This is an optimization exercise on Yosys and OpenROAD, whose aim is small area and a short achievable clock period, not a production implementation. RTL that was checked went through simulation tests only; none was proved equivalent to the original. Power and IR drop assume default switching activity.

==> flow/design.v (excerpt) <==
module sys_matmul_stream #(
  parameter int N      = 3,
  parameter int DW     = 8,
  parameter int ACC_W  = 2*DW + $clog2(N),
  parameter int SIGNED = 0
) (
  input  logic             CLK,
  input  logic             rst_n,
  input  logic             vld_in,
  output logic             rdy_in,
  input  logic [DW-1:0]    a,
  input  logic [DW-1:0]    b,
  input  logic             keep,
  output logic             vld_out,
  input  logic             rdy_out,
  output logic [ACC_W-1:0] c,
  output logic             last_out,
  output logic             busy,
  output logic [1:0]       dbg_state
);
Size: roughly 1600 cells after synthesis, ~350 flip-flops, ~45 I/O pins, roughly 0.018 sq mm of cells after synthesis.
==> module sys_matmul_stream, before the edit <==
module sys_matmul_stream #(
  parameter int N      = 3,
  parameter int DW     = 8,
  parameter int ACC_W  = 2*DW + $clog2(N),
  parameter int SIGNED = 0
) (
  input  logic             CLK,
  input  logic             rst_n,
  input  logic             vld_in,
  output logic             rdy_in,
  input  logic [DW-1:0]    a,
  input  logic [DW-1:0]    b,
  input  logic             keep,
  output logic             vld_out,
  input  logic             rdy_out,
  output logic [ACC_W-1:0] c,
  output logic             last_out,
  output logic             busy,
  output logic [1:0]       dbg_state
);
  localparam logic [1:0] S_LOAD = 2'd0, S_MAC = 2'd1, S_DRAIN = 2'd2;
  localparam int UD = 0, UY = 1, UZ = 2;
  logic [1:0]       r_state;
  logic [1:0]       r_i, r_j;
  logic             r_busy;
  logic             r_zero;        
  logic             r_clr;         
  logic             r_ph1;         
  logic             r_h1, r_h1i1;  
  logic             r_enD, r_enYZ, r_clrD, r_clrYZ, r_cD1, r_cY1;
  logic [2:0]       r_wD, r_wYZ;   
  logic [9:0]       r_ld;          
  logic [ACC_W-1:0] r_cout;
  logic [DW-1:0]    r_a [2];       
  logic [DW-1:0]    r_b [2];
  logic [DW-1:0]    r_az, r_by;
  logic [14:0]      r_ps [3];      
  logic [14:1]      r_pc [3];
  logic [ACC_W-1:0] r_c [3][3];
  logic w_in_hs, w_out_hs, w_mac, w_drain, w_ld;
  assign w_mac     = r_state[0];
  assign w_drain   = r_state[1];
  assign rdy_in    = (r_state == S_LOAD);
  assign vld_out   = w_drain;
  assign last_out  = r_ld[9];
  assign c         = r_cout;
  assign busy      = r_busy;
  assign dbg_state = r_state;
  assign w_in_hs   = vld_in && rdy_in;
  assign w_out_hs  = w_drain && rdy_out;
  assign w_ld      = (w_mac && (r_j == 2'd2)) || w_out_hs;
  logic w_clr_now;
  assign w_clr_now = ((r_i == 2'd0) && (r_j == 2'd0)) ? (!keep || r_zero) : r_clr;
  always_ff @(posedge CLK) begin
    if (!rst_n) begin
      r_state <= S_LOAD;
      r_i     <= '0;
      r_j     <= '0;
      r_busy  <= 1'b0;
      r_zero  <= 1'b1;
      r_ph1   <= 1'b0;
      r_h1    <= 1'b0;
      r_h1i1  <= 1'b0;
      r_enD   <= 1'b0;
      r_enYZ  <= 1'b0;
      r_wD    <= 3'b001;
      r_wYZ   <= 3'b001;
      r_ld    <= 10'd1;
      r_cout  <= '0;
    end else begin
      case (r_state)
        S_LOAD:  if (w_in_hs && (r_i == 2'd2)) r_state <= S_MAC;
        S_MAC:   r_state <= (r_j == 2'd2) ? S_DRAIN : S_LOAD;
        default: if (w_out_hs && r_ld[9]) r_state <= S_LOAD;
      endcase
      r_ph1  <= w_mac;
      r_h1   <= w_in_hs;
      r_h1i1 <= w_in_hs && (r_i == 2'd1);
      r_enD  <= r_h1;
      r_enYZ <= r_h1i1 || w_mac || r_ph1;
      if (r_enD)  r_wD  <= {r_wD[1:0], r_wD[2]};
      if (r_enYZ) r_wYZ <= {r_wYZ[1:0], r_wYZ[2]};
      if (w_in_hs) begin
        r_i    <= (r_i == 2'd2) ? 2'd0 : r_i + 2'd1;
        r_busy <= 1'b1;
        if ((r_i == 2'd0) && (r_j == 2'd0)) r_zero <= 1'b0;
      end
      if (w_mac) r_j <= (r_j == 2'd2) ? 2'd0 : r_j + 2'd1;
      if (w_out_hs && r_ld[9]) r_busy <= 1'b0;
      if (w_ld) begin
        r_ld   <= {r_ld[8:0], r_ld[9]};
        r_cout <= w_cnext;
      end
    end
  end
  always_ff @(posedge CLK) begin
    if (w_in_hs && (r_i == 2'd0) && (r_j == 2'd0)) r_clr <= !keep || r_zero;
    r_cD1   <= w_in_hs && (r_j == 2'd0) && w_clr_now;
    r_clrD  <= r_cD1;
    r_cY1   <= w_in_hs && (r_i == 2'd1) && (r_j == 2'd0) && r_clr;
    r_clrYZ <= r_cY1 || (r_clr && ((w_mac && (r_j == 2'd0)) || (r_ph1 && (r_j == 2'd1))));
    if (w_in_hs) begin
      r_a[0] <= a;      r_a[1] <= r_a[0];
      r_b[0] <= b;      r_b[1] <= r_b[0];
    end
    if (w_in_hs && (r_i == 2'd0)) begin
      r_az <= a;
      r_by <= b;
    end else if (w_mac) begin
      r_az <= r_a[1];
      r_by <= r_b[1];
    end
  end
  logic [2:0] w_ks [3];    
  logic [2:0] w_ps [3];    
  logic [ACC_W-1:0] w_cnext;
  always_comb begin
    w_ks[UD] = {r_ld[8], r_ld[4], r_ld[0]};
    w_ks[UY] = {r_ld[7], r_ld[6], r_ld[3]};
    w_ks[UZ] = {r_ld[5], r_ld[2], r_ld[1]};
    for (int u = 0; u < 3; u++) begin
      logic [2:0] w;
      w = (u == UD) ? r_wD : r_wYZ;
      for (int p = 0; p < 3; p++)
        w_ps[u][p] = (w[0] & w_ks[u][p]) | (w[1] & w_ks[u][(p+1)%3]) | (w[2] & w_ks[u][(p+2)%3]);
    end
    w_cnext = '0;
    for (int u = 0; u < 3; u++)
      for (int p = 0; p < 3; p++)
        w_cnext = w_cnext | (r_c[u][p] & {ACC_W{w_ps[u][p]}});
  end
  logic [15:0] w_ms [3], w_mc [3];
  mul8cs u_mD (.x(r_a[0]), .y(r_b[0]), .s(w_ms[UD]), .c(w_mc[UD]));
  mul8cs u_mY (.x(r_a[0]), .y(r_by),   .s(w_ms[UY]), .c(w_mc[UY]));
  mul8cs u_mZ (.x(r_az),   .y(r_b[0]), .s(w_ms[UZ]), .c(w_mc[UZ]));
  always_ff @(posedge CLK) begin
    for (int u = 0; u < 3; u++) begin
      r_ps[u] <= w_ms[u][14:0];
      r_pc[u] <= w_mc[u][14:1];
    end
  end
  logic w_en [3], w_cl [3];
  assign w_en[UD] = r_enD;
  assign w_en[UY] = r_enYZ;
  assign w_en[UZ] = r_enYZ;
  assign w_cl[UD] = r_clrD;
  assign w_cl[UY] = r_clrYZ;
  assign w_cl[UZ] = r_clrYZ;
  always_ff @(posedge CLK) begin
    for (int u = 0; u < 3; u++)
      if (w_en[u]) begin
        r_c[u][0] <= r_c[u][1];
        r_c[u][1] <= r_c[u][2];
        r_c[u][2] <= (w_cl[u] ? '0 : r_c[u][0]) + ACC_W'(r_ps[u]) + ACC_W'({r_pc[u], 1'b0});
      end
  end
endmodule
make LEC_CHECK=0 CAP_MARGIN=20 CORE_MARGIN=2 CORE_UTILIZATION=40 SETUP_SLACK_MARGIN=5 SLEW_MARGIN=20 finish   # period 8.0 ns
run.sh (not shown) runs the stock make flow with config.mk's settings and CLKGATE_MAP_FILE= SYNTH_SCRIPT=/design/flow/synth_recipe.tcl, a recipe that flattens the netlist after the stock synthesis.
The baseline finished clean.
Rerun with:
--- a/flow/design.v
+++ b/flow/design.v
@@ -30,11 +30,10 @@
   logic             r_enD, r_enYZ, r_clrD, r_clrYZ, r_cD1, r_cY1;
   logic [2:0]       r_wD, r_wYZ;   
   logic [9:0]       r_ld;          
   logic [ACC_W-1:0] r_cout;
-  logic [DW-1:0]    r_a [2];       
-  logic [DW-1:0]    r_b [2];
-  logic [DW-1:0]    r_az, r_by;
+  logic [DW-1:0]    r_a [3];       
+  logic [DW-1:0]    r_b [3];
   logic [14:0]      r_ps [3];      
   logic [14:1]      r_pc [3];
   logic [ACC_W-1:0] r_c [3][3];
   logic w_in_hs, w_out_hs, w_mac, w_drain, w_ld;
@@ -99,25 +98,18 @@
     r_clrD  <= r_cD1;
     r_cY1   <= w_in_hs && (r_i == 2'd1) && (r_j == 2'd0) && r_clr;
     r_clrYZ <= r_cY1 || (r_clr && ((w_mac && (r_j == 2'd0)) || (r_ph1 && (r_j == 2'd1))));
     if (w_in_hs) begin
-      r_a[0] <= a;      r_a[1] <= r_a[0];
-      r_b[0] <= b;      r_b[1] <= r_b[0];
-    end
-    if (w_in_hs && (r_i == 2'd0)) begin
-      r_az <= a;
-      r_by <= b;
-    end else if (w_mac) begin
-      r_az <= r_a[1];
-      r_by <= r_b[1];
+      r_a[0] <= a;      r_a[1] <= r_a[0]; r_a[2] <= r_a[1];
+      r_b[0] <= b;      r_b[1] <= r_b[0]; r_b[2] <= r_b[1];
     end
   end
   logic [2:0] w_ks [3];    
   logic [2:0] w_ps [3];    
   logic [ACC_W-1:0] w_cnext;
   always_comb begin
     w_ks[UD] = {r_ld[8], r_ld[4], r_ld[0]};
-    w_ks[UY] = {r_ld[7], r_ld[6], r_ld[3]};
+    w_ks[UY] = {r_ld[6], r_ld[7], r_ld[3]};
     w_ks[UZ] = {r_ld[5], r_ld[2], r_ld[1]};
     for (int u = 0; u < 3; u++) begin
       logic [2:0] w;
       w = (u == UD) ? r_wD : r_wYZ;
@@ -128,12 +120,15 @@
     for (int u = 0; u < 3; u++)
       for (int p = 0; p < 3; p++)
         w_cnext = w_cnext | (r_c[u][p] & {ACC_W{w_ps[u][p]}});
   end
+  logic [DW-1:0] w_bY, w_aZ;
+  assign w_bY = r_ph1 ? r_b[2] : r_b[1];
+  assign w_aZ = w_mac ? r_a[2] : r_a[1];
   logic [15:0] w_ms [3], w_mc [3];
   mul8cs u_mD (.x(r_a[0]), .y(r_b[0]), .s(w_ms[UD]), .c(w_mc[UD]));
-  mul8cs u_mY (.x(r_a[0]), .y(r_by),   .s(w_ms[UY]), .c(w_mc[UY]));
-  mul8cs u_mZ (.x(r_az),   .y(r_b[0]), .s(w_ms[UZ]), .c(w_mc[UZ]));
+  mul8cs u_mY (.x(r_a[0]), .y(w_bY),   .s(w_ms[UY]), .c(w_mc[UY]));
+  mul8cs u_mZ (.x(w_aZ),   .y(r_b[0]), .s(w_ms[UZ]), .c(w_mc[UZ]));
   always_ff @(posedge CLK) begin
     for (int u = 0; u < 3; u++) begin
       r_ps[u] <= w_ms[u][14:0];
       r_pc[u] <= w_mc[u][14:1];
Result:
- non-clock buffer count is higher by 42
- power is lower slightly
- final area is higher by a few percent
- setup slack loses 0.088 ns
- global-route usage is lower by 0.40 points
- fmax is lower by a few percent
- sequential power is lower slightly
- sequential cell count does not change
- via count is higher slightly
- clock skew is lower by 0.0093 ns
- count of clock-buffer cells in the layout is lower by 3
- critical path depth is lower by 3
- routed wire length barely changes
- core utilization is higher by 1.5 points
Only the layout flow was run in the second run of this note; the RTL was not checked for function there.

what the ideal ports hide:
No port has a modelled driver above. Below, the same layouts with a new extraction and two added sets of constraints. Step 1 (the two cells are an assumption about what drives the block):
set clk [get_ports {CLK}]
set_driving_cell -lib_cell sky130_fd_sc_hd__clkbuf_16 $clk
set_driving_cell -lib_cell sky130_fd_sc_hd__buf_2 [delete_from_list [all_inputs] $clk]
Step 2, shift: input delay + t, output delay - t, t = (earliest + latest rising clock arrival at the registers) / 2. This alone moves slack from input paths to output paths. Three values: ideal, step 1, step 2; two values: the first two.
run | t, ns | setup slack, ns | latest minus earliest clock arrival (ns) | worst slew at a driven data input, ns
the first run | 0.599 | 4.826 / 4.826 / 4.353 | 0.033 / 0.032 | 0.04
the second run | 0.600 | 4.737 / 4.737 / 4.411 | 0.025 / 0.024 | 0.03
After both steps every run listed still meets setup and hold. For the first run, which loses most, drivers alone change the setup slack by 0.000 ns; drivers and shift together by -0.473 ns.
